Background: an optimization exercise with open tools, aiming at small area, a short achievable clock period and few clock cycles. Do not read the settings as production practice.
RTL that was checked went through simulation tests only; none was proved equivalent to the original.
Power is estimated from default activity; no workload was simulated.

==> flow/design.v <==
module aes_sbox (
    input  logic [7:0] x,
    output logic [7:0] s
);
    localparam logic [2047:0] SBOX_TBL = {
        128'h637c777bf26b6fc53001672bfed7ab76,
        128'hca82c97dfa5947f0add4a2af9ca472c0,
        128'hb7fd9326363ff7cc34a5e5f171d83115,
        128'h04c723c31896059a071280e2eb27b275,
        128'h09832c1a1b6e5aa0523bd6b329e32f84,
        128'h53d100ed20fcb15b6acbbe394a4c58cf,
        128'hd0efaafb434d338545f9027f503c9fa8,
        128'h51a3408f929d38f5bcb6da2110fff3d2,
        128'hcd0c13ec5f974417c4a77e3d645d1973,
        128'h60814fdc222a908846eeb814de5e0bdb,
        128'he0323a0a4906245cc2d3ac629195e479,
        128'he7c8376d8dd54ea96c56f4ea657aae08,
        128'hba78252e1ca6b4c6e8dd741f4bbd8b8a,
        128'h703eb5664803f60e613557b986c11d9e,
        128'he1f8981169d98e949b1e87e9ce5528df,
        128'h8ca1890dbfe6426841992d0fb054bb16
    };
    assign s = SBOX_TBL[{~x, 3'b000} +: 8];
endmodule
module aes_round_stream #(
    parameter int unsigned TAG_W = 4
) (
    input  logic             clk,
    input  logic             rst_n,
    input  logic             sys_en,
    input  logic             in_valid,
    output logic             in_ready,
    input  logic [127:0]     in_state,
    input  logic [127:0]     in_key,
    input  logic             in_last,
    input  logic [TAG_W-1:0] in_tag,
    output logic             out_valid,
    input  logic             out_ready,
    output logic [127:0]     out_state,
    output logic [TAG_W-1:0] out_tag,
    output logic             out_last
);
    function automatic logic [7:0] xtime(input logic [7:0] b);
        xtime = {b[6:0], 1'b0} ^ (b[7] ? 8'h1b : 8'h00);
    endfunction
    logic v2_q, v3_q, vk_q;
    logic en2, en3, enk;
    assign in_ready = ~(v2_q & vk_q);
    assign en3 = sys_en & (~v3_q | out_ready);
    assign enk = sys_en & (~vk_q | out_ready);
    assign en2 = sys_en & (~v2_q | ~vk_q | out_ready);
    always_ff @(posedge clk) begin
        if (!rst_n) begin
            v2_q <= 1'b0;
            v3_q <= 1'b0;
            vk_q <= 1'b0;
        end else begin
            if (en2) v2_q <= in_valid & in_ready;
            if (en3) v3_q <= vk_q | v2_q;
            if (enk) vk_q <= v2_q & (vk_q | (v3_q & ~out_ready));
        end
    end
    logic [7:0]   sb [16];
    logic [127:0] sr_w;
    for (genvar n = 0; n < 16; n++) begin : g_sb
        aes_sbox u_sbox (.x(in_state[127 - 8*n -: 8]), .s(sb[n]));
    end
    for (genvar c = 0; c < 4; c++) begin : g_sr_col
        for (genvar r = 0; r < 4; r++) begin : g_sr_row
            assign sr_w[127 - 8*(4*c + r) -: 8] = sb[4*((c + r) % 4) + r];
        end
    end
    logic [127:0]     s2_sr_q, s2_key_q;
    logic             s2_last_q;
    logic [TAG_W-1:0] s2_tag_q;
    always_ff @(posedge clk) begin
        if (en2) begin
            s2_sr_q   <= sr_w;
            s2_key_q  <= in_key;
            s2_last_q <= in_last;
            s2_tag_q  <= in_tag;
        end
    end
    logic [127:0] ark_w;
    for (genvar c = 0; c < 4; c++) begin : g_mc_col
        logic [7:0] a [4];
        logic [7:0] t;
        for (genvar r = 0; r < 4; r++) begin : g_in
            assign a[r] = s2_sr_q[127 - 8*(4*c + r) -: 8];
        end
        assign t = a[0] ^ a[1] ^ a[2] ^ a[3];
        for (genvar r = 0; r < 4; r++) begin : g_out
            assign ark_w[127 - 8*(4*c + r) -: 8] =
                a[r] ^ s2_key_q[127 - 8*(4*c + r) -: 8] ^
                ({8{~s2_last_q}} & (t ^ xtime(a[r] ^ a[(r + 1) % 4])));
        end
    end
    logic [127:0]     s3_state_q, sk_state_q;
    logic             s3_last_q,  sk_last_q;
    logic [TAG_W-1:0] s3_tag_q,   sk_tag_q;
    always_ff @(posedge clk) begin
        if (en3) begin
            if (vk_q) begin
                s3_state_q <= sk_state_q;
                s3_last_q  <= sk_last_q;
                s3_tag_q   <= sk_tag_q;
            end else begin
                s3_state_q <= ark_w;
                s3_last_q  <= s2_last_q;
                s3_tag_q   <= s2_tag_q;
            end
        end
    end
    always_ff @(posedge clk) begin
        if (enk) begin
            sk_state_q <= ark_w;
            sk_last_q  <= s2_last_q;
            sk_tag_q   <= s2_tag_q;
        end
    end
    assign out_valid = v3_q;
    assign out_state = s3_state_q;
    assign out_tag   = s3_tag_q;
    assign out_last  = s3_last_q;
endmodule
export LEC_CHECK = 0
export ABC_AREA = 1
export CAP_MARGIN = 20
export CORE_MARGIN = 2
export CORE_UTILIZATION = 40
export PLACE_DENSITY = 0.55
export SETUP_SLACK_MARGIN = 2.8
export SLEW_MARGIN = 20
create_clock -name core_clock -period 5.0 [get_ports {clk}]
standard.sh (not shown) runs the stock make flow with config.mk's settings and CLKGATE_MAP_FILE= SYNTH_SCRIPT=/design/flow/synth_recipe.tcl, a recipe that flattens the netlist after the stock synthesis.
==> flow/flow/run.sh <==
#!/bin/bash
# Layout flow: the standard ORFS flow (standard.sh, unchanged synthesis),
# with the ports buffered by plain buf_2 cells instead of the delay-buffer
# cell ORFS picks by default. Each step's full log stays in orfs/logs/; the
# make output goes to make_finish.log.
set -euo pipefail
export BUFFER_PORTS_ARGS="-buffer_cell sky130_fd_sc_hd__buf_2"
bash standard.sh finish > make_finish.log 2>&1
Change:
--- a/flow/design.v
+++ b/flow/design.v
@@ -42,23 +42,20 @@
 );
     function automatic logic [7:0] xtime(input logic [7:0] b);
         xtime = {b[6:0], 1'b0} ^ (b[7] ? 8'h1b : 8'h00);
     endfunction
-    logic v2_q, v3_q, vk_q;
-    logic en2, en3, enk;
-    assign in_ready = ~(v2_q & vk_q);
-    assign en3 = sys_en & (~v3_q | out_ready);
-    assign enk = sys_en & (~vk_q | out_ready);
-    assign en2 = sys_en & (~v2_q | ~vk_q | out_ready);
+    logic v2_q, v3_q;
+    logic en2, en3;
+    assign en3      = sys_en & (~v3_q | out_ready);
+    assign en2      = sys_en & (~v2_q | ~v3_q | out_ready);
+    assign in_ready = ~v2_q | ~v3_q | out_ready;
     always_ff @(posedge clk) begin
         if (!rst_n) begin
             v2_q <= 1'b0;
             v3_q <= 1'b0;
-            vk_q <= 1'b0;
         end else begin
-            if (en2) v2_q <= in_valid & in_ready;
-            if (en3) v3_q <= vk_q | v2_q;
-            if (enk) vk_q <= v2_q & (vk_q | (v3_q & ~out_ready));
+            if (en2) v2_q <= in_valid;
+            if (en3) v3_q <= v2_q;
         end
     end
     logic [7:0]   sb [16];
     logic [127:0] sr_w;
@@ -94,29 +91,16 @@
                 a[r] ^ s2_key_q[127 - 8*(4*c + r) -: 8] ^
                 ({8{~s2_last_q}} & (t ^ xtime(a[r] ^ a[(r + 1) % 4])));
         end
     end
-    logic [127:0]     s3_state_q, sk_state_q;
-    logic             s3_last_q,  sk_last_q;
-    logic [TAG_W-1:0] s3_tag_q,   sk_tag_q;
+    logic [127:0]     s3_state_q;
+    logic             s3_last_q;
+    logic [TAG_W-1:0] s3_tag_q;
     always_ff @(posedge clk) begin
         if (en3) begin
-            if (vk_q) begin
-                s3_state_q <= sk_state_q;
-                s3_last_q  <= sk_last_q;
-                s3_tag_q   <= sk_tag_q;
-            end else begin
-                s3_state_q <= ark_w;
-                s3_last_q  <= s2_last_q;
-                s3_tag_q   <= s2_tag_q;
-            end
-        end
-    end
-    always_ff @(posedge clk) begin
-        if (enk) begin
-            sk_state_q <= ark_w;
-            sk_last_q  <= s2_last_q;
-            sk_tag_q   <= s2_tag_q;
+            s3_state_q <= ark_w;
+            s3_last_q  <= s2_last_q;
+            s3_tag_q   <= s2_tag_q;
         end
     end
     assign out_valid = v3_q;
     assign out_state = s3_state_q;
The changed run went through all stages and came out clean. Utilization is higher by 0.12 points. Via count goes down by a little under a tenth. Total power fell by a quarter to a third. Setup slack improves by 140 ps. Wire length is lower by roughly a tenth. Register-to-register slack hardly moves. Worst hold slack loses 18 ps. Sequential power goes down by a quarter to a third. Die area went down by roughly a tenth. Final cell count decreases by roughly a tenth. Critical path depth is unchanged. Synthesized cell count is lower by a little under a tenth. Design area goes down by roughly a tenth. Global-route usage went down by 0.78 points.
Testbench counts after the change, summed over its fixed seeds: cycles 2,064.
The RTL of the first run of this note was laid out without a check of its function.

==> re-timing with driven ports <==
In the flow no input, the clock included, has a driving cell. The finished layouts below were timed again as built, in two steps. Step 1: set_driving_cell puts a clkbuf_16 on clk and a buf_2 on each other input, an assumption about the parent block. Step 2 moves the port delays by t, midway between the first and last clock arrival at a register: inputs arrive t later, outputs are due t later. That takes back most of the time a late clock gives input paths. a / b / c = no drivers / after step 1 / after step 2; a / b = the first two.
run	shift t [ns]	setup slack, ns	clock arrival spread, ns	worst register clock-pin slew, ns
the first run	0.790	2.504 / 2.420 / 1.804	0.056 / 0.056	0.07 / 0.07
the second run	0.759	2.649 / 2.571 / 1.881	0.048 / 0.048	0.07 / 0.07
After both steps setup and hold are still met in every run listed. The setup slack of the second run, which loses most, moves by -0.078 ns with the drivers and by -0.768 ns with both steps.
